From an optimization exercise on the open Yosys and OpenROAD flow, aimed at a short achievable clock period and few clock cycles; shortcuts taken in it are not production practice.
In this exercise RTL edits were held to simulation tests only and were not proved equivalent to the original.
Power figures rest on the tool's default switching activity, not on a simulated workload.

===== design/flow/config.mk =====
export PLATFORM = sky130hd
export DESIGN_NAME = proc
export DESIGN_NICKNAME = proc
export VERILOG_FILES = /design/flow/design.v
export SDC_FILE = /design/flow/constraint.sdc
export NUM_CORES = 4
export LEC_CHECK = 0
export CAP_MARGIN = 20
export CORE_MARGIN = 2
export CORE_UTILIZATION = 40
export SLEW_MARGIN = 20

===== design/flow/constraint.sdc =====
create_clock -name core_clock -period 5.0 [get_ports {clk_i}]
set_input_delay 1.0000 -clock core_clock [delete_from_list [all_inputs] [get_ports {clk_i}]]
set_output_delay 1.0000 -clock core_clock [all_outputs]
set_load 0.01 [all_outputs]

===== design/flow/design.v =====
package proc_pkg;
   typedef struct packed {
      logic [4:0] op;
      logic [2:0] rs;
      logic [2:0] rt;
      logic [2:0] rd;
      logic [1:0] fn;
   } instr_fmt_r_t;
   typedef struct packed {
      logic [4:0]        op;
      logic [2:0]        rs;
      logic [2:0]        rd;
      logic signed [4:0] imm;
   } instr_fmt_i_t;
   typedef union packed {
      instr_fmt_r_t r;
      instr_fmt_i_t i;
   } instr_u;
endpackage
`timescale 1ns/1ps
module fetch (
   input  logic                     clk_i,
   input  logic                     rst_i,
   input  logic                     load_en_i,
   input  logic [6-1:0] load_addr_i,
   input  logic [15:0]              load_instr_i,
   input  logic                     stall_id_i,
   input  logic                     redirect_i,
   input  logic [15:0]              redirect_pc_i,
   input  logic                     halt_id_i,
   output logic                     id_valid_o,
   output proc_pkg::instr_u         id_instr_o,
   output logic [15:0]              id_pc_inc_o
);
   logic [15:0] imem [0:(1 << 6)-1];
   logic [15:0] pc;
   logic        halted;
   always_ff @(posedge clk_i) begin
      if (rst_i && load_en_i) begin
         imem[load_addr_i] <= load_instr_i;
      end
   end
   always_ff @(posedge clk_i) begin
      if (rst_i) begin
         pc         <= 16'd0;
         halted     <= 1'b0;
         id_valid_o <= 1'b0;
      end else if (halted || halt_id_i) begin
         halted     <= 1'b1;
         id_valid_o <= 1'b0;
      end else if (redirect_i) begin
         pc         <= redirect_pc_i;
         id_valid_o <= 1'b0;
      end else if (!stall_id_i) begin
         pc         <= pc + 16'd1;
         id_valid_o <= 1'b1;
      end
   end
   always_ff @(posedge clk_i) begin
      if (!stall_id_i) begin
         id_instr_o  <= imem[pc[6-1:0]];
         id_pc_inc_o <= pc + 16'd1;
      end
   end
endmodule
`timescale 1ns/1ps
module decode (
   input  logic        clk_i,
   input  logic        rst_i,
   input  logic        id_valid_i,
   input  proc_pkg::instr_u id_instr_i,
   input  logic [15:0] id_pc_inc_i,
   input  logic        wb_en_i,
   input  logic [2:0]  wb_reg_i,
   input  logic [15:0] wb_data_i,
   input  logic        mem_wr_en_i,
   input  logic [2:0]  mem_rd_i,
   output logic        stall_id_o,
   output logic        redirect_o,
   output logic [15:0] redirect_pc_o,
   output logic        halt_id_o,
   output logic        ex_valid_o,
   output logic [1:0]  ex_fn_o,
   output logic        ex_use_imm_o,
   output logic [15:0] ex_a_o,
   output logic [15:0] ex_b_o,
   output logic [4:0]  ex_imm_o,
   output logic [2:0]  ex_rd_o,
   output logic        ex_wr_en_o,
   output logic        ex_ld_o,
   output logic        ex_st_o,
   output logic        ex_halt_o,
   output logic        ex_illegal_o
);
   logic [15:0] regs [0:7];
   logic [4:0]  op;
   logic        is_rtype;
   logic        is_addi;
   logic        is_ld;
   logic        is_st;
   logic        is_beqz;
   logic        is_bnez;
   logic        is_j;
   logic        is_halt;
   logic        is_nop;
   logic        is_illegal;
   logic [2:0]  src_a;
   logic [2:0]  src_b;
   logic [2:0]  dst;
   logic        use_a;
   logic        use_b;
   logic        writes;
   logic        hazard_a;
   logic        hazard_b;
   logic [15:0] val_a;
   logic [15:0] val_b;
   logic        taken;
   logic        issue;
   assign op         = id_instr_i.r.op;
   assign is_rtype   = op == 5'b11011;
   assign is_addi    = op == 5'b01000;
   assign is_ld      = op == 5'b10001;
   assign is_st      = op == 5'b10000;
   assign is_beqz    = op == 5'b01100;
   assign is_bnez    = op == 5'b01101;
   assign is_j       = op == 5'b00100;
   assign is_halt    = op == 5'b00000;
   assign is_nop     = op == 5'b00001;
   assign is_illegal = !(is_rtype || is_addi || is_ld || is_st || is_beqz ||
                         is_bnez || is_j || is_halt || is_nop);
   assign src_a = id_instr_i.r.rs;
   assign src_b = id_instr_i.r.rt;
   assign dst = is_rtype ? id_instr_i.r.rd : id_instr_i.i.rd;
   assign use_a  = is_rtype || is_addi || is_ld || is_st || is_beqz || is_bnez;
   assign use_b  = is_rtype || is_st;
   assign writes = is_rtype || is_addi || is_ld;
   assign hazard_a = use_a && ((ex_wr_en_o && ex_rd_o == src_a) ||
                               (mem_wr_en_i && mem_rd_i == src_a));
   assign hazard_b = use_b && ((ex_wr_en_o && ex_rd_o == src_b) ||
                               (mem_wr_en_i && mem_rd_i == src_b));
   assign stall_id_o = id_valid_i && (hazard_a || hazard_b);
   assign issue      = id_valid_i && !stall_id_o;
   assign halt_id_o  = id_valid_i && is_halt;
   always_ff @(posedge clk_i) begin
      if (rst_i) begin
         for (int i = 0; i < 8; i++) begin
            regs[i] <= 16'd0;
         end
      end else if (wb_en_i) begin
         regs[wb_reg_i] <= wb_data_i;
      end
   end
   assign val_a = (wb_en_i && wb_reg_i == src_a) ? wb_data_i : regs[src_a];
   assign val_b = (wb_en_i && wb_reg_i == src_b) ? wb_data_i : regs[src_b];
   assign taken = is_j || (is_beqz && val_a == 16'd0) || (is_bnez && val_a != 16'd0);
   assign redirect_o    = issue && taken;
   assign redirect_pc_o = id_pc_inc_i + {{11{id_instr_i.i.imm[4]}}, id_instr_i.i.imm};
   always_ff @(posedge clk_i) begin
      if (rst_i) begin
         ex_valid_o   <= 1'b0;
         ex_wr_en_o   <= 1'b0;
         ex_ld_o      <= 1'b0;
         ex_st_o      <= 1'b0;
         ex_halt_o    <= 1'b0;
         ex_illegal_o <= 1'b0;
      end else begin
         ex_valid_o   <= issue;
         ex_wr_en_o   <= issue && writes;
         ex_ld_o      <= issue && is_ld;
         ex_st_o      <= issue && is_st;
         ex_halt_o    <= issue && is_halt;
         ex_illegal_o <= issue && is_illegal;
      end
   end
   always_ff @(posedge clk_i) begin
      ex_fn_o      <= is_rtype ? id_instr_i.r.fn : 2'b00;
      ex_use_imm_o <= !is_rtype;
      ex_a_o       <= val_a;
      ex_b_o       <= val_b;
      ex_imm_o     <= id_instr_i.i.imm;
      ex_rd_o      <= dst;
   end
endmodule
`timescale 1ns/1ps
module execute (
   input  logic        clk_i,
   input  logic        rst_i,
   input  logic        ex_valid_i,
   input  logic [1:0]  ex_fn_i,
   input  logic        ex_use_imm_i,
   input  logic [15:0] ex_a_i,
   input  logic [15:0] ex_b_i,
   input  logic [4:0]  ex_imm_i,
   input  logic [2:0]  ex_rd_i,
   input  logic        ex_wr_en_i,
   input  logic        ex_ld_i,
   input  logic        ex_st_i,
   input  logic        ex_halt_i,
   input  logic        ex_illegal_i,
   output logic        mem_valid_o,
   output logic [15:0] mem_result_o,
   output logic [15:0] mem_store_data_o,
   output logic [2:0]  mem_rd_o,
   output logic        mem_wr_en_o,
   output logic        mem_ld_o,
   output logic        mem_st_o,
   output logic        mem_halt_o,
   output logic        mem_illegal_o
);
   logic [15:0] op_b;
   logic [15:0] alu_res;
   assign op_b = ex_use_imm_i ? {{11{ex_imm_i[4]}}, ex_imm_i} : ex_b_i;
   always_comb begin
      case (ex_fn_i)
         2'b00: alu_res = ex_a_i + op_b;
         2'b01: alu_res = ex_a_i - op_b;
         2'b11: alu_res = ex_a_i & op_b;
         2'b10: alu_res = ex_a_i ^ op_b;
         default:      alu_res = ex_a_i + op_b;
      endcase
   end
   always_ff @(posedge clk_i) begin
      if (rst_i) begin
         mem_valid_o   <= 1'b0;
         mem_wr_en_o   <= 1'b0;
         mem_ld_o      <= 1'b0;
         mem_st_o      <= 1'b0;
         mem_halt_o    <= 1'b0;
         mem_illegal_o <= 1'b0;
      end else begin
         mem_valid_o   <= ex_valid_i;
         mem_wr_en_o   <= ex_wr_en_i;
         mem_ld_o      <= ex_ld_i;
         mem_st_o      <= ex_st_i;
         mem_halt_o    <= ex_halt_i;
         mem_illegal_o <= ex_illegal_i;
      end
   end
   always_ff @(posedge clk_i) begin
      mem_result_o     <= alu_res;
      mem_store_data_o <= ex_b_i;
      mem_rd_o         <= ex_rd_i;
   end
endmodule
`timescale 1ns/1ps
module memory (
   input  logic        clk_i,
   input  logic        rst_i,
   input  logic        mem_valid_i,
   input  logic [15:0] mem_result_i,
   input  logic [15:0] mem_store_data_i,
   input  logic [2:0]  mem_rd_i,
   input  logic        mem_wr_en_i,
   input  logic        mem_ld_i,
   input  logic        mem_st_i,
   input  logic        mem_halt_i,
   input  logic        mem_illegal_i,
   output logic        wb_en_o,
   output logic [2:0]  wb_reg_o,
   output logic [15:0] wb_data_o,
   output logic        halt_o,
   output logic        err_o
);
   logic [15:0]              dmem [0:(1 << 6)-1];
   logic [6-1:0] addr;
   assign addr = mem_result_i[6-1:0];
   always_ff @(posedge clk_i) begin
      if (mem_valid_i && mem_st_i) begin
         dmem[addr] <= mem_store_data_i;
      end
   end
   always_ff @(posedge clk_i) begin
      wb_reg_o  <= mem_rd_i;
      wb_data_o <= mem_ld_i ? dmem[addr] : mem_result_i;
   end
   always_ff @(posedge clk_i) begin
      if (rst_i) begin
         wb_en_o <= 1'b0;
         halt_o  <= 1'b0;
         err_o   <= 1'b0;
      end else begin
         wb_en_o <= mem_valid_i && mem_wr_en_i;
         halt_o  <= halt_o || (mem_valid_i && mem_halt_i);
         err_o   <= mem_valid_i && mem_illegal_i;
      end
   end
endmodule
`timescale 1ns/1ps
module proc (
   input  logic                     clk_i,
   input  logic                     rst_i,
   input  logic                     load_en_i,
   input  logic [6-1:0] load_addr_i,
   input  logic [15:0]              load_instr_i,
   output logic                     wb_en_o,
   output logic [2:0]               wb_reg_o,
   output logic [15:0]              wb_data_o,
   output logic                     halt_o,
   output logic                     err_o
);
   logic        id_valid;
   proc_pkg::instr_u id_instr;
   logic [15:0] id_pc_inc;
   logic        stall_id;
   logic        redirect;
   logic [15:0] redirect_pc;
   logic        halt_id;
   logic        ex_valid;
   logic [1:0]  ex_fn;
   logic        ex_use_imm;
   logic [15:0] ex_a;
   logic [15:0] ex_b;
   logic [4:0]  ex_imm;
   logic [2:0]  ex_rd;
   logic        ex_wr_en;
   logic        ex_ld;
   logic        ex_st;
   logic        ex_halt;
   logic        ex_illegal;
   logic        mem_valid;
   logic [15:0] mem_result;
   logic [15:0] mem_store_data;
   logic [2:0]  mem_rd;
   logic        mem_wr_en;
   logic        mem_ld;
   logic        mem_st;
   logic        mem_halt;
   logic        mem_illegal;
   fetch fetch_i (
      .clk_i(clk_i), .rst_i(rst_i), .load_en_i(load_en_i), .load_addr_i(load_addr_i),
      .load_instr_i(load_instr_i), .stall_id_i(stall_id), .redirect_i(redirect),
      .redirect_pc_i(redirect_pc), .halt_id_i(halt_id), .id_valid_o(id_valid),
      .id_instr_o(id_instr), .id_pc_inc_o(id_pc_inc));
   decode decode_i (
      .clk_i(clk_i), .rst_i(rst_i), .id_valid_i(id_valid), .id_instr_i(id_instr),
      .id_pc_inc_i(id_pc_inc), .wb_en_i(wb_en_o), .wb_reg_i(wb_reg_o), .wb_data_i(wb_data_o),
      .mem_wr_en_i(mem_wr_en), .mem_rd_i(mem_rd), .stall_id_o(stall_id),
      .redirect_o(redirect), .redirect_pc_o(redirect_pc), .halt_id_o(halt_id),
      .ex_valid_o(ex_valid), .ex_fn_o(ex_fn), .ex_use_imm_o(ex_use_imm), .ex_a_o(ex_a),
      .ex_b_o(ex_b), .ex_imm_o(ex_imm), .ex_rd_o(ex_rd), .ex_wr_en_o(ex_wr_en),
      .ex_ld_o(ex_ld), .ex_st_o(ex_st), .ex_halt_o(ex_halt), .ex_illegal_o(ex_illegal));
   execute execute_i (
      .clk_i(clk_i), .rst_i(rst_i), .ex_valid_i(ex_valid), .ex_fn_i(ex_fn),
      .ex_use_imm_i(ex_use_imm), .ex_a_i(ex_a), .ex_b_i(ex_b), .ex_imm_i(ex_imm),
      .ex_rd_i(ex_rd), .ex_wr_en_i(ex_wr_en), .ex_ld_i(ex_ld), .ex_st_i(ex_st),
      .ex_halt_i(ex_halt), .ex_illegal_i(ex_illegal), .mem_valid_o(mem_valid),
      .mem_result_o(mem_result), .mem_store_data_o(mem_store_data), .mem_rd_o(mem_rd),
      .mem_wr_en_o(mem_wr_en), .mem_ld_o(mem_ld), .mem_st_o(mem_st),
      .mem_halt_o(mem_halt), .mem_illegal_o(mem_illegal));
   memory memory_i (
      .clk_i(clk_i), .rst_i(rst_i), .mem_valid_i(mem_valid), .mem_result_i(mem_result),
      .mem_store_data_i(mem_store_data), .mem_rd_i(mem_rd), .mem_wr_en_i(mem_wr_en),
      .mem_ld_i(mem_ld), .mem_st_i(mem_st), .mem_halt_i(mem_halt),
      .mem_illegal_i(mem_illegal), .wb_en_o(wb_en_o), .wb_reg_o(wb_reg_o),
      .wb_data_o(wb_data_o), .halt_o(halt_o), .err_o(err_o));
endmodule

===== design/flow/run.sh =====
#!/bin/bash
# synth_recipe.tcl (not shown) runs the flow's synth.tcl, then flattens the netlist and writes it again
# the make line also repeats each setting of config.mk as NAME=value (left out here)
make -C /OpenROAD-flow-scripts/flow DESIGN_CONFIG=/design/flow/config.mk WORK_HOME=/design/flow/orfs CLKGATE_MAP_FILE= SYNTH_SCRIPT=/design/flow/synth_recipe.tcl finish

==> run summary, run 1 <==
* Outcome: no timing/DRC/antenna violations
* Setup-violating endpoint count in the final report at 0
* Final hold vios at 0
* P per Cell Area at 551 nW/um2
* Most instantiated flip-flop cell in the synthesis netlist: sky130_fd_sc_hd__edfxtp_1
* Clock Sink Count at 2318
* Setup repair after global routing missed its margin: false
* Overflow left after global routing at 0
* Internal power consumption at 38.9 mW
* Post-CTS sizing at 0
* Combinational cell fraction of total power at 25.8%
* Clk buf depth at 3
* Series of cell instances along the critical path: mux2i_1 -> ha_1 -> nand2_1 -> a2111oi_0 -> nand4_1 -> o21ai_0 -> nand2_1 -> xnor2_1 -> ha_1 -> or3b_2 -> a211o_1 -> o311ai_0
* FF-to-FF setup slack at 910 ps
* Clk network pwr share at 31.2%
* Residual DRC count at 0
* Maximum vdd ir drop at 377 uV
* CTS H-tree depth at 4
* Async S/R FF share, synth at 0%
* CTS Hold Buffers Added at 0
* Cell area after placement at 94400 um2
* # rows at 173
* Average cell area after synthesis at 19.7 um2
* HPWL Detailed at 133000 um
* Number of enable-type register cells in the synthesized netlist at 2198
* Post-CTS Repair Setup Buffers at 0
* Met1 layer wirelength in the final routing at 94200 um
* Antenna Nets Post-Route at 0
* Final GP Congestion at 0.825
* Final routed wirelength across all metal layers at 227000 um
* Type of destination of the critical path: register
* Routed len/inst at 28.6 um
* Class of the worst hold path: reg -> reg
* Data required time of the critical path at 5760 ps
* Aggregate negative setup slack at 0 ps
* Critical path arrival at 4850 ps
* Die area at 226000 um2
* Number of global-route vias before repair at 45300
* Highest layer used for signal routing: met5
* NetSw at 17.4 mW
* Clock tree from TritonCTS: yes
* Wire length of the first global-routing pass at 327000 um
* Met3 WL post-DR at 18400 um
* Post-synthesis cell type count at 65
* # Max-Cap Violations at 0
* Synthesized area at 89000 um2
* Register bit total from synthesis at 2318
* Sequential area share after synthesis at 76.9%
* Fraction of layout instances using a drive strength above 1 at 22.7%
* Worst-path cell with the longest stage delay: sky130_fd_sc_hd__dfxtp_1
* Most frequent cells in the layout: sky130_fd_sc_hd__edfxtp_1, sky130_fd_sc_hd__a22oi_1, sky130_fd_sc_hd__mux4_2, sky130_fd_sc_hd__buf_4, sky130_fd_sc_hd__clkbuf_16
* Clk latency of the worst-skew pair at 880 ps
* Overall die width at 476 um
* Number of nets in the finished design at 4838
* Number of antenna violations at the first check in global routing at 12
* # IOs at 47
* Count of buffers from port buffering at 46
* Vias per cell at 5.72
* First-pass detailed-route iteration total at 5
* Final Slew Violations at 0
* Total via count in the routed design at 45600
* Final worst slack at 912 ps
* Final Instance Area at 102000 um2
* Tmin final at 4090 ps
* Switching Fraction at 31.0%
* Highest fanout seen on the critical path at 20
* F_max at 0.245 GHz
* Area Growth Syn to Fin at 15.0%
* Largest net degree at the start of global routing at 75
* DR WL met2 at 108000 um
* TritonCTS buffer count at 228
* Commonest non-fill, non-tap cell in the layout: sky130_fd_sc_hd__edfxtp_1
* Synthesized netlist net count at 4583
* Category of the worst setup path launch point: register
* Initial Utilization at 40.1%
* Yosys warning total at 4
* Clock transition at path regs at 60 ps
* Reg power frac at 43.0%
* Actual transition at the worst max-transition pin at 1050 ps
* Area inside the core boundary at 222000 um2
* Iter 0 DRT Violations at 4772
* Worst Path Class, Setup: reg -> reg
* Slowest Stage Delay on Critical Path at 750 ps
* Number of placed instances, taps included at 7518
* Post-place setup slack at 912 ps
* Share of the clock period used by the worst path after layout at 81.8%
* Leakage power total at 31.9 nW
* Global routing usage summed across all routing layers at 19.9%
* Post-Route Skew at 74.7 ps
* Post-route insts no fill at 7962
* Clock Root Buffer: sky130_fd_sc_hd__clkbuf_16
* Die outline height at 476 um
* Final core occ at 46.2%
* Headroom to the max-slew limit at 29.9%
* Number of instances in the synthesized netlist at 4518
## metal layers
metal	global-route usage (%)	vias to the layer above
li1	-	19400
met1	27.4	24100
met2	31.1	1776
met3	4.72	320
met4	6.82	4
met5	0	-
## state kept, by name (all words and copies together), names as in the netlist, 16 cells and up
register                    cells
decode_i.ex_a_o                16
fetch_i.id_instr_o             16
decode_i.regs                 128
execute_i.mem_store_data_o     16
decode_i.ex_b_o                16
memory_i.wb_data_o             16
fetch_i.imem                 1024
execute_i.mem_result_o         16
memory_i.dmem                1024
## synth_stat cells (all sizes together) (44+ instances only)
cell	number	area, um2
a22o	44	385
a41oi	75	657
dfxtp	120	2400
clkbuf	194	728
mux4	400	9050
and2	132	826
nand2	45	169
a221oi	45	394
a21oi	58	290
a31oi	47	294
a22oi	425	3190
nor2	216	811
edfxtp	2198	66000
buf	85	370
## power groups by stage
| stage | Clock, mW | Sequential [mW] | Combinational [mW] |
|---|---|---|---|
| finish | 17.6 | 24.2 | 14.5 |
| global placement | 0 | 24.6 | 14.4 |
| global route | 18.6 | 24.3 | 15.5 |
| CTS | 17.9 | 24.2 | 14.6 |
| floorplan | 0 | 24.3 | 8.59 |
| detailed placement | 0 | 24.6 | 14.5 |
## final cells by class
type / instances / area, um2
sequential: 2318 / 68400
fill: 18600 / 119000
inverter: 33 / 124
tap: 2975 / 3720
multi-input combinational: 1888 / 19600
timing repair buffer: 304 / 2620
clock inverter: 140 / 1620
clock buffer: 291 / 6170
antenna: 13 / 32.5
## path summary, 6_finish.rpt
path                                       startpoint                             end  depth (start not counted)
worst min-delay path              decode_i.ex_b_o[15]  execute_i.mem_store_data_o[15]                          0
worst max-delay path            decode_i.ex_use_imm_o      execute_i.mem_result_o[14]                         12
worst max register to register  decode_i.ex_use_imm_o      execute_i.mem_result_o[14]                         12
worst min register to register    decode_i.ex_b_o[15]  execute_i.mem_store_data_o[15]                          0
## kinds of logic (layout without fill, tap and decap cells)
family	count (synthesis)	count (layout)	share of synthesized area, %
AOI/OAI and AO/OA	772	772	6.46
xor gates and xnor gates	54	54	0.532
adders and majority gates	40	40	0.579
buffers and inverters	312	768	1.37
DFF	2318	2318	76.9
muxes	469	469	11.0
other	0	13	0
and+or+nand+nor	553	553	3.18
## metrics by stage
stage	power, mW	hold slack (ps)
after global placement	39.0	341
final	56.3	317
after CTS	56.7	310
after detailed placement	39.1	341
after global routing	58.4	323
after floorplan	32.9	330
## worst max-delay path: cells and delay by family, from the launching register on
kind	cells	cell delay (ps)
simple gates	4	860
flops	1	750
xor+xnor	1	140
compound gates	4	1250
fa+ha+maj	2	600
mux	1	410
Testbench counts, summed over its fixed seeds: cycles 39,895.
==> run 2: changes to the inputs <==
--- a/design/flow/config.mk
+++ b/design/flow/config.mk
@@ -7,2 +7,3 @@
 export LEC_CHECK = 0
+export ABC_CLOCK_PERIOD_IN_PS = 2000
 export CAP_MARGIN = 20
@@ -10,2 +11,6 @@
 export CORE_UTILIZATION = 40
+export SETUP_SLACK_MARGIN = 2.0
 export SLEW_MARGIN = 20
+export SYNTH_HIERARCHICAL = 1
+export SYNTH_MINIMUM_KEEP_SIZE = 0
+export TNS_END_PERCENT = 20
==> run summary, run 2 <==
* Iter 0 DRT Violations at 5997
* Switching Fraction at 33.6%
* Overall die width at 484 um
* CTS Hold Buffers Added at 0
* Count of buffers from port buffering at 46
* Final core occ at 46.3%
* Actual transition at the worst max-transition pin at 1080 ps
* Commonest non-fill, non-tap cell in the layout: sky130_fd_sc_hd__edfxtp_1
* CTS H-tree depth at 4
* Number of global-route vias before repair at 49100
* Antenna Nets Post-Route at 0
* Number of antenna violations at the first check in global routing at 7
* # Max-Cap Violations at 0
* Post-route total power at 60.0 mW
* Share of the clock period used by the worst path after layout at 66.8%
* Outcome: no timing/DRC/antenna violations
* Critical path arrival at 4070 ps
* Post-Route Skew at 84.8 ps
* Synthesized area at 92000 um2
* Highest fanout seen on the critical path at 8
* Residual DRC count at 0
* Die outline height at 484 um
* Clk buf depth at 3
* HPWL Detailed at 151000 um
* Vias per cell at 5.82
* Synthesized netlist net count at 5044
* NetSw at 20.2 mW
* # IOs at 47
* # rows at 176
* Data required time of the critical path at 5730 ps
* Setup repair after global routing missed its margin: true
* Clock Root Buffer: sky130_fd_sc_hd__clkbuf_16
* Largest net degree at the start of global routing at 65
* Internal power consumption at 39.9 mW
* Clock Sink Count at 2318
* Clk latency of the worst-skew pair at 880 ps
* Most frequent cells in the layout: sky130_fd_sc_hd__edfxtp_1, sky130_fd_sc_hd__mux4_2, sky130_fd_sc_hd__buf_4, sky130_fd_sc_hd__mux2i_1, sky130_fd_sc_hd__nor2_1
* Tmin final at 3340 ps
* Combinational cell fraction of total power at 31.4%
* Clock transition at path regs at 60 ps
* Overflow left after global routing at 0
* Leakage power total at 34.6 nW
* Headroom to the max-slew limit at 27.8%
* Clock tree from TritonCTS: yes
* Worst-path cell with the longest stage delay: sky130_fd_sc_hd__edfxtp_1
* Routed len/inst at 29.6 um
* TritonCTS buffer count at 230
* Total via count in the routed design at 49900
* Clk network pwr share at 28.6%
* Fraction of layout instances using a drive strength above 1 at 24.2%
* Final GP Congestion at 0.867
* Maximum vdd ir drop at 428 uV
* Yosys warning total at 10
* Global routing usage summed across all routing layers at 21.2%
* Most frequent cell on the critical path: sky130_fd_sc_hd__buf_6
* Count of fill cells added during filler insertion at 19300
* Area inside the core boundary at 229000 um2
* Initial Utilization at 40.1%
* Leading registers by flop count: fetch_i.imem x1024, memory_i.dmem x1024, decode_i.regs x128
* Category of the worst setup path launch point: register
* Class of the worst hold path: reg -> reg
* Die area at 234000 um2
* Area of combinational cells with multiple inputs at 22400 um2
* Number of nets in the finished design at 5398
* Reg power frac at 40.0%
* Area Growth Syn to Fin at 15.4%
* Number of instances in the synthesized netlist at 4978
* Average cell area after synthesis at 18.5 um2
* Aggregate negative setup slack at 0 ps
* Worst Path Class, Setup: reg -> reg
* P per Cell Area at 565 nW/um2
* Wire length of the first global-routing pass at 361000 um
* Final hold vios at 0
* Type of destination of the critical path: register
* Footprint of the flip-flops and latches at 68500 um2
* Final routed wirelength across all metal layers at 254000 um
* First-pass detailed-route iteration total at 6
* Setup-violating endpoint count in the final report at 0
* Series of cell instances along the critical path: buf_12 -> buf_4 -> xnor2_1 -> nand4_1 -> buf_6 -> buf_6 -> clkbuf_16 -> a21oi_1 -> nor4_4 -> a41oi_2 -> xnor2_1 -> and4_1 -> buf_6 -> inv_2 -> a21boi_4 -> buf_6 -> nor2_2 -> a211oi_2
* Slowest Stage Delay on Critical Path at 410 ps
* Final Slew Violations at 0
* F_max at 0.299 GHz
[run 2: per-stage QoR]
step / instances / setup slack [ps] / hold WS, ps / area [um2]
global route: 8563 / 1560 / 367 / 106000
CTS: 8546 / 1740 / 361 / 106000
detailed placement: 8057 / 302 / 355 / 97200
floorplan: 4978 / 1500 / 331 / 92100
global placement: 8057 / 312 / 341 / 97200
finish: 8564 / 1660 / 357 / 106000
[run 2: power groups by stage]
stage	registers (mW)	logic [mW]	clock network (mW)
after floorplan	24.4	10.6	0
after global placement	24.7	16.9	0
after detailed placement	24.8	17.0	0
after CTS	24.1	18.3	17.4
after global routing	24.1	19.8	18.2
final	24.0	18.8	17.2
[run 2: per-layer routing]
layer | GRT usage (%) | wire length [um]
met1 | 29.5 | 103000
met4 | 7.73 | 9690
met3 | 4.02 | 22100
met5 | 0 | 13
met2 | 33.5 | 119000
[run 2: layout make-up]
type                       instances  share of cell area, %
sequential                      2318                   64.5
timing repair buffer             432                   3.67
multi-input combinational       2317                   21.0
clock inverter                   144                   1.27
clock buffer                     292                   5.84
tap                             3026                   3.57
antenna                            2                0.00471
inverter                          33                  0.117
[run 2: final timing paths]
path / from / endpoint / slack, ps / cells past startpoint
worst max-delay path: fetch_i.id_instr_o[8] / fetch_i.pc[1] / 1660 / 18
worst min-delay path: decode_i.ex_b_o[15] / execute_i.mem_store_data_o[15] / 360 / 0
worst max register to register: fetch_i.id_instr_o[8] / fetch_i.pc[1] / 1660 / 18
worst min register to register: decode_i.ex_b_o[15] / execute_i.mem_store_data_o[15] / 360 / 0
[run 2: what timing repair did]
| action | in CTS | in global routing |
|---|---|---|
| pin swaps | 28 | 23 |
| endpoints found under the setup margin | 679 | 349 |
| buffers inserted | 52 | 12 |
| resized for setup | 99 | 67 |
| cloned | 1 | 4 |
[run 2: worst max-delay path: cells and delay by family (launching register included)]
family                 cells  cell delay [ps]
AO/OA/AOI/OAI              4              980
AND/OR/NAND/NOR            4              480
XOR/XNOR                   2              300
buffers and inverters      8             1070
flip-flops                 1              410
==> run 3: changes to the inputs <==
--- a/design/flow/design.v
+++ b/design/flow/design.v
@@ -76,3 +76,5 @@
    input  logic        mem_wr_en_i,
+   input  logic        mem_ld_i,
    input  logic [2:0]  mem_rd_i,
+   input  logic [15:0] mem_result_i,
    output logic        stall_id_o,
@@ -92,3 +94,7 @@
    output logic        ex_halt_o,
-   output logic        ex_illegal_o
+   output logic        ex_illegal_o,
+   output logic        ex_fwd_a_m_o,
+   output logic        ex_fwd_a_w_o,
+   output logic        ex_fwd_b_m_o,
+   output logic        ex_fwd_b_w_o
 );
@@ -136,6 +142,13 @@
    assign writes = is_rtype || is_addi || is_ld;
-   assign hazard_a = use_a && ((ex_wr_en_o && ex_rd_o == src_a) ||
-                               (mem_wr_en_i && mem_rd_i == src_a));
-   assign hazard_b = use_b && ((ex_wr_en_o && ex_rd_o == src_b) ||
-                               (mem_wr_en_i && mem_rd_i == src_b));
+   logic is_br;
+   logic fwd_a_m, fwd_a_w, fwd_b_m, fwd_b_w;
+   assign is_br    = is_beqz || is_bnez;
+   assign hazard_a = use_a && ((ex_ld_o && ex_rd_o == src_a) ||
+                               (is_br && ex_wr_en_o && ex_rd_o == src_a) ||
+                               (is_br && mem_ld_i && mem_rd_i == src_a));
+   assign hazard_b = use_b && ex_ld_o && ex_rd_o == src_b;
+   assign fwd_a_m = ex_wr_en_o && !ex_ld_o && ex_rd_o == src_a;
+   assign fwd_a_w = !fwd_a_m && mem_wr_en_i && mem_rd_i == src_a;
+   assign fwd_b_m = ex_wr_en_o && !ex_ld_o && ex_rd_o == src_b;
+   assign fwd_b_w = !fwd_b_m && mem_wr_en_i && mem_rd_i == src_b;
    assign stall_id_o = id_valid_i && (hazard_a || hazard_b);
@@ -154,3 +167,5 @@
    assign val_b = (wb_en_i && wb_reg_i == src_b) ? wb_data_i : regs[src_b];
-   assign taken = is_j || (is_beqz && val_a == 16'd0) || (is_bnez && val_a != 16'd0);
+   logic [15:0] br_a;
+   assign br_a  = (mem_wr_en_i && !mem_ld_i && mem_rd_i == src_a) ? mem_result_i : val_a;
+   assign taken = is_j || (is_beqz && br_a == 16'd0) || (is_bnez && br_a != 16'd0);
    assign redirect_o    = issue && taken;
@@ -175,2 +190,6 @@
    always_ff @(posedge clk_i) begin
+      ex_fwd_a_m_o <= fwd_a_m;
+      ex_fwd_a_w_o <= fwd_a_w;
+      ex_fwd_b_m_o <= fwd_b_m;
+      ex_fwd_b_w_o <= fwd_b_w;
       ex_fn_o      <= is_rtype ? id_instr_i.r.fn : 2'b00;
@@ -199,2 +218,7 @@
    input  logic        ex_illegal_i,
+   input  logic        ex_fwd_a_m_i,
+   input  logic        ex_fwd_a_w_i,
+   input  logic        ex_fwd_b_m_i,
+   input  logic        ex_fwd_b_w_i,
+   input  logic [15:0] wb_data_i,
    output logic        mem_valid_o,
@@ -209,12 +233,15 @@
 );
+   logic [15:0] a, b;
    logic [15:0] op_b;
    logic [15:0] alu_res;
-   assign op_b = ex_use_imm_i ? {{11{ex_imm_i[4]}}, ex_imm_i} : ex_b_i;
+   assign a = ex_fwd_a_m_i ? mem_result_o : (ex_fwd_a_w_i ? wb_data_i : ex_a_i);
+   assign b = ex_fwd_b_m_i ? mem_result_o : (ex_fwd_b_w_i ? wb_data_i : ex_b_i);
+   assign op_b = ex_use_imm_i ? {{11{ex_imm_i[4]}}, ex_imm_i} : b;
    always_comb begin
       case (ex_fn_i)
-         2'b00: alu_res = ex_a_i + op_b;
-         2'b01: alu_res = ex_a_i - op_b;
-         2'b11: alu_res = ex_a_i & op_b;
-         2'b10: alu_res = ex_a_i ^ op_b;
-         default:      alu_res = ex_a_i + op_b;
+         2'b00: alu_res = a + op_b;
+         2'b01: alu_res = a - op_b;
+         2'b11: alu_res = a & op_b;
+         2'b10: alu_res = a ^ op_b;
+         default:      alu_res = a + op_b;
       endcase
@@ -240,3 +267,3 @@
       mem_result_o     <= alu_res;
-      mem_store_data_o <= ex_b_i;
+      mem_store_data_o <= b;
       mem_rd_o         <= ex_rd_i;
@@ -319,2 +346,3 @@
    logic        ex_illegal;
+   logic        ex_fwd_a_m, ex_fwd_a_w, ex_fwd_b_m, ex_fwd_b_w;
    logic        mem_valid;
@@ -336,3 +364,4 @@
       .id_pc_inc_i(id_pc_inc), .wb_en_i(wb_en_o), .wb_reg_i(wb_reg_o), .wb_data_i(wb_data_o),
-      .mem_wr_en_i(mem_wr_en), .mem_rd_i(mem_rd), .stall_id_o(stall_id),
+      .mem_wr_en_i(mem_wr_en), .mem_ld_i(mem_valid && mem_ld), .mem_rd_i(mem_rd),
+      .mem_result_i(mem_result), .stall_id_o(stall_id),
       .redirect_o(redirect), .redirect_pc_o(redirect_pc), .halt_id_o(halt_id),
@@ -340,3 +369,5 @@
       .ex_b_o(ex_b), .ex_imm_o(ex_imm), .ex_rd_o(ex_rd), .ex_wr_en_o(ex_wr_en),
-      .ex_ld_o(ex_ld), .ex_st_o(ex_st), .ex_halt_o(ex_halt), .ex_illegal_o(ex_illegal));
+      .ex_ld_o(ex_ld), .ex_st_o(ex_st), .ex_halt_o(ex_halt), .ex_illegal_o(ex_illegal),
+      .ex_fwd_a_m_o(ex_fwd_a_m), .ex_fwd_a_w_o(ex_fwd_a_w), .ex_fwd_b_m_o(ex_fwd_b_m),
+      .ex_fwd_b_w_o(ex_fwd_b_w));
    execute execute_i (
@@ -345,3 +376,5 @@
       .ex_rd_i(ex_rd), .ex_wr_en_i(ex_wr_en), .ex_ld_i(ex_ld), .ex_st_i(ex_st),
-      .ex_halt_i(ex_halt), .ex_illegal_i(ex_illegal), .mem_valid_o(mem_valid),
+      .ex_halt_i(ex_halt), .ex_illegal_i(ex_illegal), .ex_fwd_a_m_i(ex_fwd_a_m),
+      .ex_fwd_a_w_i(ex_fwd_a_w), .ex_fwd_b_m_i(ex_fwd_b_m), .ex_fwd_b_w_i(ex_fwd_b_w),
+      .wb_data_i(wb_data_o), .mem_valid_o(mem_valid),
       .mem_result_o(mem_result), .mem_store_data_o(mem_store_data), .mem_rd_o(mem_rd),
==> run summary, run 3 <==
* Total via count in the routed design at 50800
* Type of destination of the critical path: register
* Series of cell instances along the critical path: buf_6 -> buf_12 -> buf_4 -> mux4_2 -> mux2_4 -> mux2_4 -> or4_4 -> nor4_4 -> mux2i_1 -> nand2_1 -> buf_6 -> buf_12 -> nor3b_2 -> a21oi_1 -> nor2_1 -> a21oi_1 -> nor2_1
* Final routed wirelength across all metal layers at 258000 um
* Overflow left after global routing at 0
* Class of the worst hold path: reg -> reg
* Worst Path Class, Setup: reg -> reg
* Share of the clock period used by the worst path after layout at 77.1%
* FF-to-FF setup slack at 1150 ps
* Count of buffers from port buffering at 46
* Area inside the core boundary at 231000 um2
* Vias per cell at 5.88
* Commonest non-fill, non-tap cell in the layout: sky130_fd_sc_hd__edfxtp_1
* Final hold vios at 0
* Outcome: no timing/DRC/antenna violations
* Synthesized netlist net count at 5156
* Worst Path Buf+Inv at 5
* Count of cells along the worst register-to-register path at 17
* Number of antenna violations at the first check in global routing at 9
* Iter 0 DRT Violations at 6076
* Yosys warning total at 10
* F_max at 0.259 GHz
* Maximum vdd ir drop at 410 uV
* Cell family contributing the most delay on the critical path: simple AND/OR/NAND/NOR gates
* Worst-path cell with the longest stage delay: sky130_fd_sc_hd__or4_4
* Wire length of the first global-routing pass at 369000 um
* Initial Utilization at 40.3%
* CTS H-tree depth at 4
* P per Cell Area at 568 nW/um2
* Data required time of the critical path at 5750 ps
* Antenna Nets Post-Route at 0
* CP endpoint: fetch_i.pc[2]
* Leakage power total at 34.8 nW
* Leading registers by flop count: fetch_i.imem x1024, memory_i.dmem x1024, decode_i.regs x128
* Actual transition at the worst max-transition pin at 1120 ps
* Final Slew Violations at 0
* Clock tree from TritonCTS: yes
* # IOs at 47
* Setup repair after global routing missed its margin: true
* Fraction of layout instances using a drive strength above 1 at 23.7%
* Die outline height at 486 um
* Critical path arrival at 4610 ps
* Clock Sink Count at 2322
* Clk buf depth at 3
* Tmin final at 3850 ps
* Post-place setup slack at 515 ps
* Worst r2r src: fetch_i.id_instr_o[8]
* Average cell area after synthesis at 18.3 um2
* Synthesized area at 92900 um2
* First-pass detailed-route iteration total at 6
* Post-route worst hold slack at 406 ps
* Final GP Congestion at 0.886
* Clk latency of the worst-skew pair at 880 ps
* Most frequent cells in the layout: sky130_fd_sc_hd__edfxtp_1, sky130_fd_sc_hd__mux4_2, sky130_fd_sc_hd__buf_4, sky130_fd_sc_hd__nor2_1, sky130_fd_sc_hd__mux2i_1
* Worst path depth at 17
* Worst setup path startpoint: fetch_i.id_instr_o[8]
* # Max-Cap Violations at 0
* Clock transition at path regs at 60 ps
* Die area at 236000 um2
* Number of global-route vias before repair at 50000
* Area Growth Syn to Fin at 15.2%
* # rows at 176
* Global routing usage summed across all routing layers at 21.5%
* Post-Route Skew at 73.8 ps
* Residual DRC count at 0
* Number of instances in the synthesized netlist at 5090
* TritonCTS buffer count at 226
* HPWL Detailed at 151000 um
* Number of nets in the finished design at 5485
* Clock Root Buffer: sky130_fd_sc_hd__clkbuf_16
* Highest fanout seen on the critical path at 6
* Category of the worst setup path launch point: register
* Headroom to the max-slew limit at 25.3%
* Setup-violating endpoint count in the final report at 0
* Largest net degree at the start of global routing at 65
* Slowest Stage Delay on Critical Path at 580 ps
* Endpoint of the worst register-to-register path: fetch_i.pc[2]
* Aggregate negative setup slack at 0 ps
* Routed len/inst at 29.8 um
* Final worst slack at 1150 ps
* Overall die width at 486 um
-- run 3: final cells by class --
| type | instances | area [um2] |
|---|---|---|
| antenna | 3 | 7.51 |
| clock buffer | 299 | 6090 |
| clock inverter | 121 | 1480 |
| fill | 19300 | 124000 |
| inverter | 40 | 160 |
| multi-input combinational | 2407 | 23100 |
| sequential | 2322 | 68600 |
| tap | 3026 | 3790 |
| timing repair buffer | 421 | 3790 |
| timing repair inverter | 1 | 7.51 |
-- run 3: layer usage --
layer | global-route usage, % | vias to the layer above | wire [um]
met5 | 0 | - | 69
met4 | 7.31 | 10 | 9120
met3 | 4.93 | 470 | 23400
met2 | 32.7 | 2309 | 117000
met1 | 30.6 | 26700 | 108000
li1 | - | 21300 | -
-- run 3: worst min path at each step --
| stage | from | end | cells past startpoint |
|---|---|---|---|
| 3_3_place_gp | fetch_i.id_instr_o[1] | decode_i.ex_imm_o[1] | 0 |
| 5_1_grt | decode_i.ex_rd_o[0] | execute_i.mem_rd_o[0] | 0 |
| 3_5_place_dp | fetch_i.id_instr_o[1] | decode_i.ex_imm_o[1] | 0 |
| 2_1_floorplan | fetch_i.id_instr_o[0] | decode_i.ex_imm_o[0] | 0 |
| 4_1_cts | decode_i.ex_illegal_o | execute_i.mem_illegal_o | 1 |
| 6_report | decode_i.ex_rd_o[0] | execute_i.mem_rd_o[0] | 0 |
-- run 3: repair_timing --
action / in CTS / in global routing
buffers inserted: 67 / 7
setup endpoints to repair: 579 / 94
hold buffers: 0 / 0
resized for setup: 137 / 17
cloned: 7 / 0
pin swaps: 41 / 11
-- run 3: stage by stage --
step | util [%] | power (mW) | instances | instance area [um2]
after detailed placement | 42.5 | 42.0 | 8136 | 98000
after floorplan | - | 35.2 | 5090 | 93000
after global placement | 42.5 | 41.9 | 8136 | 98000
after CTS | 46.4 | 60.8 | 8630 | 107000
final | 46.4 | 60.8 | 8640 | 107000
after global routing | 46.4 | 62.8 | 8638 | 107000
-- run 3: worst reg2reg max path, stage by stage (launching register included) --
cell and delay (ps):
sky130_fd_sc_hd__edfxtp_1 410, sky130_fd_sc_hd__buf_6 150, sky130_fd_sc_hd__buf_12 130, sky130_fd_sc_hd__buf_4 150
sky130_fd_sc_hd__mux4_2 410, sky130_fd_sc_hd__mux2_4 290, sky130_fd_sc_hd__mux2_4 270, sky130_fd_sc_hd__or4_4 580
sky130_fd_sc_hd__nor4_4 330, sky130_fd_sc_hd__mux2i_1 230, sky130_fd_sc_hd__nand2_1 90, sky130_fd_sc_hd__buf_6 140
sky130_fd_sc_hd__buf_12 130, sky130_fd_sc_hd__nor3b_2 150, sky130_fd_sc_hd__a21oi_1 60, sky130_fd_sc_hd__nor2_1 100
sky130_fd_sc_hd__a21oi_1 60, sky130_fd_sc_hd__nor2_1 100
-- run 3: report_power, final --
group,leakage (nW),internal [mW],total [mW],switching (mW)
clock,3.66,9.97,17.4,7.40
combinational,10.1,7.31,19.3,12.0
sequential,21.1,23.2,24.1,0.932
Testbench counts of run 3, summed over its fixed seeds: cycles 27,375.
==> run 4: changes to the inputs <==
--- a/design/flow/design.v
+++ b/design/flow/design.v
@@ -30,5 +30,8 @@
    input  logic                     halt_id_i,
+   input  logic                     ex_redirect_i,
+   input  logic [15:0]              ex_redirect_pc_i,
    output logic                     id_valid_o,
    output proc_pkg::instr_u         id_instr_o,
-   output logic [15:0]              id_pc_inc_o
+   output logic [15:0]              id_pc_inc_o,
+   output logic                     id_pred_o      
 );
@@ -37,2 +40,4 @@
    logic        halted;
+   logic        ipt [0:(1 << 6)-1];
+   logic [5:0]  itg [0:(1 << 6)-1];
    always_ff @(posedge clk_i) begin
@@ -40,8 +45,27 @@
          imem[load_addr_i] <= load_instr_i;
+         ipt[load_addr_i]  <= load_instr_i[15:11] == 5'b00100 ||
+                              load_instr_i[15:11] == 5'b01101;
+         itg[load_addr_i]  <= load_addr_i + 6'd1 + {load_instr_i[4], load_instr_i[4:0]};
       end
    end
+   logic       w_pt;
+   logic [5:0] w_tg;
+   assign w_pt = ipt[pc[6-1:0]];
+   assign w_tg = itg[pc[6-1:0]];
+   logic        ld0;
+   logic [15:0] w0;
+   logic        w0_pt;
+   logic [5:0]  w0_tg;
+   assign ld0   = load_en_i && load_addr_i == 6'd0;
+   assign w0    = ld0 ? load_instr_i : imem[0];
+   assign w0_pt = ld0 ? (load_instr_i[15:11] == 5'b00100 ||
+                         load_instr_i[15:11] == 5'b01101) : ipt[0];
+   assign w0_tg = ld0 ? 6'd1 + {load_instr_i[4], load_instr_i[4:0]} : itg[0];
    always_ff @(posedge clk_i) begin
       if (rst_i) begin
-         pc         <= 16'd0;
+         pc         <= w0_pt ? {10'd0, w0_tg} : 16'd1;
          halted     <= 1'b0;
+         id_valid_o <= 1'b1;
+      end else if (ex_redirect_i) begin
+         pc         <= ex_redirect_pc_i;
          id_valid_o <= 1'b0;
@@ -54,3 +78,3 @@
       end else if (!stall_id_i) begin
-         pc         <= pc + 16'd1;
+         pc         <= w_pt ? {10'd0, w_tg} : pc + 16'd1;
          id_valid_o <= 1'b1;
@@ -59,5 +83,10 @@
    always_ff @(posedge clk_i) begin
-      if (!stall_id_i) begin
+      if (rst_i) begin
+         id_instr_o  <= w0;
+         id_pc_inc_o <= 16'd1;
+         id_pred_o   <= w0_pt;
+      end else if (!stall_id_i) begin
          id_instr_o  <= imem[pc[6-1:0]];
          id_pc_inc_o <= pc + 16'd1;
+         id_pred_o   <= w_pt;
       end
@@ -72,2 +101,4 @@
    input  logic [15:0] id_pc_inc_i,
+   input  logic        id_pred_i,     
+   input  logic        ex_redirect_i,  
    input  logic        wb_en_i,
@@ -98,3 +129,9 @@
    output logic        ex_fwd_b_m_o,
-   output logic        ex_fwd_b_w_o
+   output logic        ex_fwd_b_w_o,
+   output logic        ex_chk_o,
+   output logic        ex_a_zero_o,    
+   output logic        ex_pred_o,
+   output logic        ex_beqz_o,
+   output logic [15:0] ex_tgt_o,
+   output logic [15:0] ex_fall_o
 );
@@ -144,6 +181,7 @@
    logic fwd_a_m, fwd_a_w, fwd_b_m, fwd_b_w;
+   logic br_dep;
    assign is_br    = is_beqz || is_bnez;
-   assign hazard_a = use_a && ((ex_ld_o && ex_rd_o == src_a) ||
-                               (is_br && ex_wr_en_o && ex_rd_o == src_a) ||
-                               (is_br && mem_ld_i && mem_rd_i == src_a));
+   assign br_dep   = is_br && ((ex_wr_en_o && ex_rd_o == src_a) ||
+                               (mem_ld_i && mem_rd_i == src_a));
+   assign hazard_a = use_a && ex_ld_o && ex_rd_o == src_a;
    assign hazard_b = use_b && ex_ld_o && ex_rd_o == src_b;
@@ -154,4 +192,4 @@
    assign stall_id_o = id_valid_i && (hazard_a || hazard_b);
-   assign issue      = id_valid_i && !stall_id_o;
-   assign halt_id_o  = id_valid_i && is_halt;
+   assign issue      = id_valid_i && !stall_id_o && !ex_redirect_i;
+   assign halt_id_o  = id_valid_i && is_halt && !ex_redirect_i;
    always_ff @(posedge clk_i) begin
@@ -167,7 +205,20 @@
    assign val_b = (wb_en_i && wb_reg_i == src_b) ? wb_data_i : regs[src_b];
-   logic [15:0] br_a;
-   assign br_a  = (mem_wr_en_i && !mem_ld_i && mem_rd_i == src_a) ? mem_result_i : val_a;
-   assign taken = is_j || (is_beqz && br_a == 16'd0) || (is_bnez && br_a != 16'd0);
-   assign redirect_o    = issue && taken;
-   assign redirect_pc_o = id_pc_inc_i + {{11{id_instr_i.i.imm[4]}}, id_instr_i.i.imm};
+   logic [7:0] rzero;
+   logic       br_zero;
+   always_ff @(posedge clk_i) begin
+      if (rst_i) begin
+         rzero <= 8'hff;
+      end else if (wb_en_i) begin
+         rzero[wb_reg_i] <= wb_data_i == 16'd0;
+      end
+   end
+   always_comb begin
+      if (mem_wr_en_i && !mem_ld_i && mem_rd_i == src_a) br_zero = mem_result_i == 16'd0;
+      else if (wb_en_i && wb_reg_i == src_a)             br_zero = wb_data_i == 16'd0;
+      else                                              br_zero = rzero[src_a];
+   end
+   assign taken = is_j || (is_beqz && br_zero) || (is_bnez && !br_zero);
+   assign redirect_o    = issue && !br_dep && (taken != id_pred_i);
+   assign redirect_pc_o = taken ? id_pc_inc_i + {{11{id_instr_i.i.imm[4]}}, id_instr_i.i.imm} :
+                                  id_pc_inc_i;
    always_ff @(posedge clk_i) begin
@@ -190,2 +241,8 @@
    always_ff @(posedge clk_i) begin
+      ex_chk_o     <= issue && br_dep;
+      ex_a_zero_o  <= br_zero;
+      ex_pred_o    <= id_pred_i;
+      ex_beqz_o    <= is_beqz;
+      ex_tgt_o     <= id_pc_inc_i + {{11{id_instr_i.i.imm[4]}}, id_instr_i.i.imm};
+      ex_fall_o    <= id_pc_inc_i;
       ex_fwd_a_m_o <= fwd_a_m;
@@ -223,2 +280,10 @@
    input  logic [15:0] wb_data_i,
+   input  logic        ex_chk_i,
+   input  logic        ex_a_zero_i,
+   input  logic        ex_pred_i,
+   input  logic        ex_beqz_i,
+   input  logic [15:0] ex_tgt_i,
+   input  logic [15:0] ex_fall_i,
+   output logic        ex_redirect_o,
+   output logic [15:0] ex_redirect_pc_o,
    output logic        mem_valid_o,
@@ -238,10 +303,19 @@
    assign b = ex_fwd_b_m_i ? mem_result_o : (ex_fwd_b_w_i ? wb_data_i : ex_b_i);
+   logic br_taken;
+   logic a_zero;
+   assign a_zero   = ex_fwd_a_m_i ? mem_result_o == 16'd0 :
+                     (ex_fwd_a_w_i ? wb_data_i == 16'd0 : ex_a_zero_i);
+   assign br_taken = ex_beqz_i ? a_zero : !a_zero;
+   assign ex_redirect_o    = ex_valid_i && ex_chk_i && br_taken != ex_pred_i;
+   assign ex_redirect_pc_o = br_taken ? ex_tgt_i : ex_fall_i;
    assign op_b = ex_use_imm_i ? {{11{ex_imm_i[4]}}, ex_imm_i} : b;
+   logic [15:0] sum;
+   logic        is_sub;
+   assign is_sub = ex_fn_i == 2'b01;
+   ex_add add_i (.a_i(a), .b_i(op_b ^ {16{is_sub}}), .cin_i(is_sub), .s_o(sum));
    always_comb begin
       case (ex_fn_i)
-         2'b00: alu_res = a + op_b;
-         2'b01: alu_res = a - op_b;
          2'b11: alu_res = a & op_b;
          2'b10: alu_res = a ^ op_b;
-         default:      alu_res = a + op_b;
+         default:      alu_res = sum;
       endcase
@@ -271,2 +345,31 @@
 endmodule
+module ex_add (
+   input  logic [15:0] a_i,
+   input  logic [15:0] b_i,
+   input  logic        cin_i,
+   output logic [15:0] s_o
+);
+   logic [15:0] pg_g [0:4];
+   logic [15:0] pg_p [0:4];
+   logic [15:0] carry;
+   always_comb begin
+      pg_g[0] = a_i & b_i;
+      pg_p[0] = a_i ^ b_i;
+      pg_g[0][0] = (a_i[0] & b_i[0]) | ((a_i[0] ^ b_i[0]) & cin_i);
+      for (int l = 0; l < 4; l++) begin
+         for (int i = 0; i < 16; i++) begin
+            if (i >= (1 << l)) begin
+               pg_g[l+1][i] = pg_g[l][i] | (pg_p[l][i] & pg_g[l][i - (1 << l)]);
+               pg_p[l+1][i] = pg_p[l][i] & pg_p[l][i - (1 << l)];
+            end else begin
+               pg_g[l+1][i] = pg_g[l][i];
+               pg_p[l+1][i] = pg_p[l][i];
+            end
+         end
+      end
+      carry[0] = cin_i;
+      for (int i = 1; i < 16; i++) carry[i] = pg_g[4][i-1];
+   end
+   assign s_o = (a_i ^ b_i) ^ carry;
+endmodule
 `timescale 1ns/1ps
@@ -330,2 +433,3 @@
    logic [15:0] id_pc_inc;
+   logic        id_pred;
    logic        stall_id;
@@ -347,2 +451,4 @@
    logic        ex_fwd_a_m, ex_fwd_a_w, ex_fwd_b_m, ex_fwd_b_w;
+   logic        ex_chk, ex_a_zero, ex_pred, ex_beqz, ex_redirect;
+   logic [15:0] ex_tgt, ex_fall, ex_redirect_pc;
    logic        mem_valid;
@@ -359,7 +465,8 @@
       .load_instr_i(load_instr_i), .stall_id_i(stall_id), .redirect_i(redirect),
-      .redirect_pc_i(redirect_pc), .halt_id_i(halt_id), .id_valid_o(id_valid),
-      .id_instr_o(id_instr), .id_pc_inc_o(id_pc_inc));
+      .redirect_pc_i(redirect_pc), .halt_id_i(halt_id), .ex_redirect_i(ex_redirect),
+      .ex_redirect_pc_i(ex_redirect_pc), .id_valid_o(id_valid),
+      .id_instr_o(id_instr), .id_pc_inc_o(id_pc_inc), .id_pred_o(id_pred));
    decode decode_i (
       .clk_i(clk_i), .rst_i(rst_i), .id_valid_i(id_valid), .id_instr_i(id_instr),
-      .id_pc_inc_i(id_pc_inc), .wb_en_i(wb_en_o), .wb_reg_i(wb_reg_o), .wb_data_i(wb_data_o),
+      .id_pc_inc_i(id_pc_inc), .id_pred_i(id_pred), .ex_redirect_i(ex_redirect), .wb_en_i(wb_en_o), .wb_reg_i(wb_reg_o), .wb_data_i(wb_data_o),
       .mem_wr_en_i(mem_wr_en), .mem_ld_i(mem_valid && mem_ld), .mem_rd_i(mem_rd),
@@ -371,3 +478,4 @@
       .ex_fwd_a_m_o(ex_fwd_a_m), .ex_fwd_a_w_o(ex_fwd_a_w), .ex_fwd_b_m_o(ex_fwd_b_m),
-      .ex_fwd_b_w_o(ex_fwd_b_w));
+      .ex_fwd_b_w_o(ex_fwd_b_w), .ex_chk_o(ex_chk), .ex_a_zero_o(ex_a_zero), .ex_pred_o(ex_pred), .ex_beqz_o(ex_beqz),
+      .ex_tgt_o(ex_tgt), .ex_fall_o(ex_fall));
    execute execute_i (
@@ -378,3 +486,5 @@
       .ex_fwd_a_w_i(ex_fwd_a_w), .ex_fwd_b_m_i(ex_fwd_b_m), .ex_fwd_b_w_i(ex_fwd_b_w),
-      .wb_data_i(wb_data_o), .mem_valid_o(mem_valid),
+      .wb_data_i(wb_data_o), .ex_chk_i(ex_chk), .ex_a_zero_i(ex_a_zero), .ex_pred_i(ex_pred), .ex_beqz_i(ex_beqz),
+      .ex_tgt_i(ex_tgt), .ex_fall_i(ex_fall), .ex_redirect_o(ex_redirect),
+      .ex_redirect_pc_o(ex_redirect_pc), .mem_valid_o(mem_valid),
       .mem_result_o(mem_result), .mem_store_data_o(mem_store_data), .mem_rd_o(mem_rd),
==> run summary, run 4 <==
* Outcome: no timing/DRC/antenna violations
* Slowest Stage Delay on Critical Path at 370 ps
* Fraction of layout instances using a drive strength above 1 at 29.4%
* Post-place setup slack at 904 ps
* Maximum vdd ir drop at 492 uV
* Number of antenna violations at the first check in global routing at 18
* Yosys warning total at 13
* Category of the worst setup path launch point: register
* Setup repair after global routing missed its margin: true
* Final routed wirelength across all metal layers at 328000 um
* Commonest non-fill, non-tap cell in the layout: sky130_fd_sc_hd__edfxtp_1
* Endpoint of the worst register-to-register path: execute_i.mem_result_o[14]
* Aggregate negative setup slack at 0 ps
* Worst r2r src: decode_i.ex_fwd_b_w_o
* Global routing usage summed across all routing layers at 22.7%
* Count of cells along the worst register-to-register path at 14
* Series of cell instances along the critical path: mux2i_1 -> o21ai_1 -> mux2_4 -> xor2_2 -> fa_2 -> fa_2 -> a21o_1 -> a221oi_4 -> o21ai_2 -> a22o_1 -> o41ai_2 -> xnor2_1 -> nor2_1 -> a21oi_1
* Vias per cell at 5.91
* Clock tree from TritonCTS: yes
* P per Cell Area at 594 nW/um2
* Number of placed instances, taps included at 9628
* Class of the worst hold path: reg -> reg
* Area of combinational cells with multiple inputs at 28900 um2
* First-pass detailed-route iteration total at 6
* Count of buffers from port buffering at 46
* TritonCTS buffer count at 299
* Final Slew Violations at 0
* Worst Path Class, Setup: reg -> reg
* Post-route insts no fill at 10400
* # Max-Cap Violations at 0
* Number of global-route vias before repair at 60800
* Wire length of the first global-routing pass at 463000 um
* Overall die width at 533 um
* Count of fill cells added during filler insertion at 22900
* Overflow left after global routing at 0
* Residual DRC count at 0
* Total via count in the routed design at 61300
* Antenna Nets Post-Route at 0
* Tmin final at 3470 ps
* CP endpoint: execute_i.mem_result_o[14]
* CTS H-tree depth at 5
* Final GP Congestion at 0.876
* Area Growth Syn to Fin at 18.1%
* Most frequent cells in the layout: sky130_fd_sc_hd__edfxtp_1, sky130_fd_sc_hd__mux4_2, sky130_fd_sc_hd__buf_4, sky130_fd_sc_hd__clkbuf_16, sky130_fd_sc_hd__mux2i_1
* HPWL Detailed at 191000 um
* F_max at 0.289 GHz
* Clock Root Buffer: sky130_fd_sc_hd__clkbuf_16
* Clk buf depth at 4
* # IOs at 47
* Highest fanout seen on the critical path at 3
* # rows at 194
* Number of nets in the finished design at 6460
* Worst setup path startpoint: decode_i.ex_fwd_b_w_o
* Worst-path cell with the longest stage delay: sky130_fd_sc_hd__fa_2
* Most frequent cell on the critical path: sky130_fd_sc_hd__fa_2
* Setup-violating endpoint count in the final report at 0
* Die area at 284000 um2
* Post-route total power at 78.6 mW
* Share of the clock period used by the worst path after layout at 69.3%
* Largest net degree at the start of global routing at 70
* Final core occ at 47.4%
* Final worst slack at 1530 ps
* Number of instances in the synthesized netlist at 5853
* Average cell area after synthesis at 19.1 um2
* Final Instance Area at 132000 um2
* Footprint of the flip-flops and latches at 82700 um2
* Post-Route Skew at 107 ps
* Startpoint of the tightest hold check path: fetch_i.id_pc_inc_o[0]
* Actual transition at the worst max-transition pin at 1130 ps
* Post-route worst hold slack at 394 ps
* FF-to-FF setup slack at 1530 ps
* Synthesized area at 112000 um2
* Initial Utilization at 40.2%
* Data required time of the critical path at 5810 ps
* Routed len/inst at 31.7 um
* Die outline height at 533 um
* Leakage power total at 43.1 nW
* Clk latency of the worst-skew pair at 930 ps
* Area inside the core boundary at 279000 um2
* Clock transition at path regs at 60 ps
* Cell area after placement at 119000 um2
* Iter 0 DRT Violations at 8457
* Synthesized netlist net count at 5928
* Clock Sink Count at 2801
* Leading registers by flop count: fetch_i.imem x1024, memory_i.dmem x1024, fetch_i.itg x384
* Headroom to the max-slew limit at 24.3%
* Final hold vios at 0
* Critical path arrival at 4280 ps
* Type of destination of the critical path: register
[run 4: where the power goes]
part	switching [mW]	total (mW)	internal (mW)
Sequential	1.06	29.0	27.9
Combinational	16.2	27.8	11.6
Clock	9.35	21.9	12.5
[run 4: metal layers]
layer / share of wire, % / track usage (%) / up-vias
li1: - / - / 25100
met1: 40 / 31.6 / 32500
met2: 47 / 36.0 / 3160
met3: 8.6 / 3.57 / 598
met4: 4.1 / 8.49 / 2
met5: 0.0046 / 0 / -
[run 4: final cells by class]
type / count / area share (%)
clock inverter: 173 / 1.35
inverter: 29 / 0.0927
clock buffer: 375 / 5.96
sequential: 2801 / 62.5
multi-input combinational: 2654 / 21.8
tap: 3724 / 3.52
timing repair buffer: 600 / 4.77
antenna: 6 / 0.0113
[run 4: critical path, delay by kind of cell (launching register included)]
family / cells / cell delay (ps)
simple gates: 1 / 60
compound gates: 7 / 1420
xor+xnor: 2 / 340
fa+ha+maj: 2 / 720
mux: 2 / 510
flops: 1 / 350
[run 4: what timing repair did]
action                                  4_1_cts  5_1_grt
gates cloned                                 25        2
buffers inserted                            137       16
endpoints found under the setup margin      625      193
hold buffers                                  0        0
resized for setup                           355       33
pin swaps                                    79       31
[run 4: worst min path at each step]
stage                                  endpoint  slack (ps)  depth (start not counted)
after detailed placement  decode_i.ex_fall_o[5]         380                          0
after floorplan           decode_i.ex_fall_o[0]         360                          0
after global placement    decode_i.ex_fall_o[5]         380                          0
after CTS                 decode_i.ex_fall_o[0]         390                          0
final                     decode_i.ex_fall_o[0]         390                          0
after global routing       memory_i.wb_reg_o[1]         400                          0
Testbench counts of run 4, summed over its fixed seeds: cycles 23,611.
==> run 5: changes to the inputs <==
--- a/design/flow/design.v
+++ b/design/flow/design.v
@@ -130,2 +130,3 @@
    output logic        ex_fwd_b_w_o,
+   output logic        ex_sub_o,       
    output logic        ex_chk_o,
@@ -242,2 +243,3 @@
       ex_chk_o     <= issue && br_dep;
+      ex_sub_o     <= is_rtype && id_instr_i.r.fn == 2'b01;
       ex_a_zero_o  <= br_zero;
@@ -280,2 +282,3 @@
    input  logic [15:0] wb_data_i,
+   input  logic        ex_sub_i,
    input  logic        ex_chk_i,
@@ -313,3 +316,3 @@
    logic        is_sub;
-   assign is_sub = ex_fn_i == 2'b01;
+   assign is_sub = ex_sub_i;
    ex_add add_i (.a_i(a), .b_i(op_b ^ {16{is_sub}}), .cin_i(is_sub), .s_o(sum));
@@ -357,3 +360,2 @@
       pg_p[0] = a_i ^ b_i;
-      pg_g[0][0] = (a_i[0] & b_i[0]) | ((a_i[0] ^ b_i[0]) & cin_i);
       for (int l = 0; l < 4; l++) begin
@@ -370,3 +372,3 @@
       carry[0] = cin_i;
-      for (int i = 1; i < 16; i++) carry[i] = pg_g[4][i-1];
+      for (int i = 1; i < 16; i++) carry[i] = pg_g[4][i-1] | (pg_p[4][i-1] & cin_i);
    end
@@ -451,3 +453,3 @@
    logic        ex_fwd_a_m, ex_fwd_a_w, ex_fwd_b_m, ex_fwd_b_w;
-   logic        ex_chk, ex_a_zero, ex_pred, ex_beqz, ex_redirect;
+   logic        ex_chk, ex_a_zero, ex_pred, ex_beqz, ex_redirect, ex_sub;
    logic [15:0] ex_tgt, ex_fall, ex_redirect_pc;
@@ -478,3 +480,3 @@
       .ex_fwd_a_m_o(ex_fwd_a_m), .ex_fwd_a_w_o(ex_fwd_a_w), .ex_fwd_b_m_o(ex_fwd_b_m),
-      .ex_fwd_b_w_o(ex_fwd_b_w), .ex_chk_o(ex_chk), .ex_a_zero_o(ex_a_zero), .ex_pred_o(ex_pred), .ex_beqz_o(ex_beqz),
+      .ex_fwd_b_w_o(ex_fwd_b_w), .ex_sub_o(ex_sub), .ex_chk_o(ex_chk), .ex_a_zero_o(ex_a_zero), .ex_pred_o(ex_pred), .ex_beqz_o(ex_beqz),
       .ex_tgt_o(ex_tgt), .ex_fall_o(ex_fall));
@@ -486,3 +488,3 @@
       .ex_fwd_a_w_i(ex_fwd_a_w), .ex_fwd_b_m_i(ex_fwd_b_m), .ex_fwd_b_w_i(ex_fwd_b_w),
-      .wb_data_i(wb_data_o), .ex_chk_i(ex_chk), .ex_a_zero_i(ex_a_zero), .ex_pred_i(ex_pred), .ex_beqz_i(ex_beqz),
+      .wb_data_i(wb_data_o), .ex_sub_i(ex_sub), .ex_chk_i(ex_chk), .ex_a_zero_i(ex_a_zero), .ex_pred_i(ex_pred), .ex_beqz_i(ex_beqz),
       .ex_tgt_i(ex_tgt), .ex_fall_i(ex_fall), .ex_redirect_o(ex_redirect),
==> run summary, run 5 <==
* Final Slew Violations at 0
* Commonest non-fill, non-tap cell in the layout: sky130_fd_sc_hd__edfxtp_1
* Headroom to the max-slew limit at 24.0%
* F_max at 0.302 GHz
* CTS H-tree depth at 5
* Vias per cell at 5.92
* Number of global-route vias before repair at 59800
* Largest net degree at the start of global routing at 66
* Leakage power total at 42.8 nW
* Clock Sink Count at 2802
* Overall die width at 533 um
* Antenna Nets Post-Route at 0
* Area Growth Syn to Fin at 17.3%
* Type of destination of the critical path: register
* Class of the worst hold path: reg -> reg
* Setup-violating endpoint count in the final report at 0
* Final hold vios at 0
* Most frequent cells in the layout: sky130_fd_sc_hd__edfxtp_1, sky130_fd_sc_hd__mux4_2, sky130_fd_sc_hd__buf_4, sky130_fd_sc_hd__clkbuf_16, sky130_fd_sc_hd__mux2i_1
* Number of nets in the finished design at 6413
* Clk latency of the worst-skew pair at 940 ps
* Outcome: no timing/DRC/antenna violations
* Maximum vdd ir drop at 481 uV
* Category of the worst setup path launch point: register
* HPWL Detailed at 191000 um
* Highest fanout seen on the critical path at 7
* Tmin final at 3310 ps
* Synthesized area at 112000 um2
* Routed len/inst at 31.5 um
* TritonCTS buffer count at 300
* Die area at 285000 um2
* Setup repair after global routing missed its margin: true
* Die outline height at 533 um
* P per Cell Area at 593 nW/um2
* Worst Path Class, Setup: reg -> reg
* Wire length of the first global-routing pass at 456000 um
* Iter 0 DRT Violations at 7496
* Post-Route Skew at 90.4 ps
* # IOs at 47
* Aggregate negative setup slack at 0 ps
* Final GP Congestion at 0.886
* Number of instances in the synthesized netlist at 5868
* Clock tree from TritonCTS: yes
* Startpoint of the tightest hold check path: execute_i.mem_rd_o[2]
* Area inside the core boundary at 279000 um2
* Average cell area after synthesis at 19.1 um2
* Global routing usage summed across all routing layers at 22.3%
* Number of antenna violations at the first check in global routing at 16
* Total via count in the routed design at 61000
* Data required time of the critical path at 5580 ps
* Overflow left after global routing at 0
* Critical path arrival at 3890 ps
* Residual DRC count at 0
* Yosys warning total at 13
* # rows at 194
* # Max-Cap Violations at 0
* Clock Root Buffer: sky130_fd_sc_hd__clkbuf_16
* CTS Hold Buffers Added at 0
* Leading registers by flop count: fetch_i.imem x1024, memory_i.dmem x1024, fetch_i.itg x384
* Share of the clock period used by the worst path after layout at 66.2%
* First-pass detailed-route iteration total at 6
* Initial Utilization at 40.2%
* Synthesized netlist net count at 5943
* Fraction of layout instances using a drive strength above 1 at 28.7%
* Final routed wirelength across all metal layers at 324000 um
* Actual transition at the worst max-transition pin at 1140 ps
* Clk buf depth at 4
* Clock transition at path regs at 60 ps
* Post-route worst hold slack at 370 ps
* Count of buffers from port buffering at 46
==> run 5: critical path, stage by stage, from the launching register on <==
cell and delay (ps):
sky130_fd_sc_hd__dfxtp_4 380, sky130_fd_sc_hd__buf_12 150, sky130_fd_sc_hd__buf_16 180, sky130_fd_sc_hd__buf_12 130
sky130_fd_sc_hd__buf_8 100, sky130_fd_sc_hd__buf_16 110, sky130_fd_sc_hd__mux4_2 530, sky130_fd_sc_hd__mux4_2 630
sky130_fd_sc_hd__mux4_2 590, sky130_fd_sc_hd__nor2_1 130, sky130_fd_sc_hd__a31oi_1 50
==> run 5: layer usage <==
layer,track usage [%],vias up,wire length [um]
met5,0,-,74
met4,8.31,10,13100
met3,3.45,602,26900
met2,35.5,3038,153000
met1,31.2,32400,131000
li1,-,24900,-
==> run 5: through the flow <==
| step | instances | cell area [um2] | worst slack, ps | total power, mW | util, % |
|---|---|---|---|---|---|
| CTS | 10300 | 131000 | 1720 | 77.6 | 46.9 |
| floorplan | 5868 | 112000 | 1690 | 43.8 | - |
| detailed placement | 9618 | 119000 | 914 | 53.1 | 42.5 |
| global route | 10300 | 132000 | 1640 | 80.3 | 47.1 |
| global placement | 9618 | 119000 | 1000 | 52.8 | 42.5 |
| finish | 10300 | 132000 | 1690 | 78.0 | 47.1 |
==> run 5: area by class of cell <==
cell class	instances	area [um2]
Multi-Input combinational cell	2664	28700
Timing Repair Buffer	539	5500
Clock inverter	181	1950
Fill cell	23200	148000
Timing Repair inverter	1	8.76
Antenna cell	5	12.5
Inverter	30	123
Clock buffer	362	7890
Sequential cell	2802	82700
Tap cell	3724	4660
==> run 5: what timing repair did <==
item,in CTS,in global routing
gates cloned,23,2
setup endpoints to repair,809,241
pin swaps,45,33
buffers inserted,105,12
gates resized for setup,220,79
==> run 5: path summary, 6_finish.rpt <==
check        slack [ps]                endpoint  cells past startpoint
max                1690  fetch_i.id_instr_o[11]                     10
max reg2reg        1690  fetch_i.id_instr_o[11]                     10
min                 370    memory_i.wb_reg_o[2]                      0
min reg2reg         370    memory_i.wb_reg_o[2]                      0
==> run 5: where the power goes <==
group / switching, mW / internal, mW
Sequential: 1.19 / 27.9
Clock: 9.41 / 12.7
Combinational: 15.8 / 10.9
Testbench counts of run 5, summed over its fixed seeds: cycles 23,611.

-- port drivers added, routing unchanged --
The flow's constraints put no driver on any port. The routed layouts listed below were extracted and timed again, unchanged, in two steps. Step 1 sets driving cells, clkbuf_16 on the clock port and buf_2 on the other inputs (assumed; they add their load-dependent delay and slew). Step 2 also shifts input and output timing later by t, the mid clock arrival at the registers, as if the neighbouring blocks saw the same clock. Slacks: ideal ports / drivers / drivers and shift; pairs: ideal ports / drivers.
run | shift t [ns] | slack for setup (ns)
run 1 | 0.929 | 0.912 / 0.912 / 0.912
run 2 | 0.929 | 1.658 / 1.658 / 0.972
run 3 | 0.931 | 1.146 / 1.146 / 1.146
run 4 | 0.976 | 1.534 / 1.534 / 0.974
run 5 | 0.982 | 1.691 / 1.691 / 1.014
After both steps every run listed still meets setup and hold.
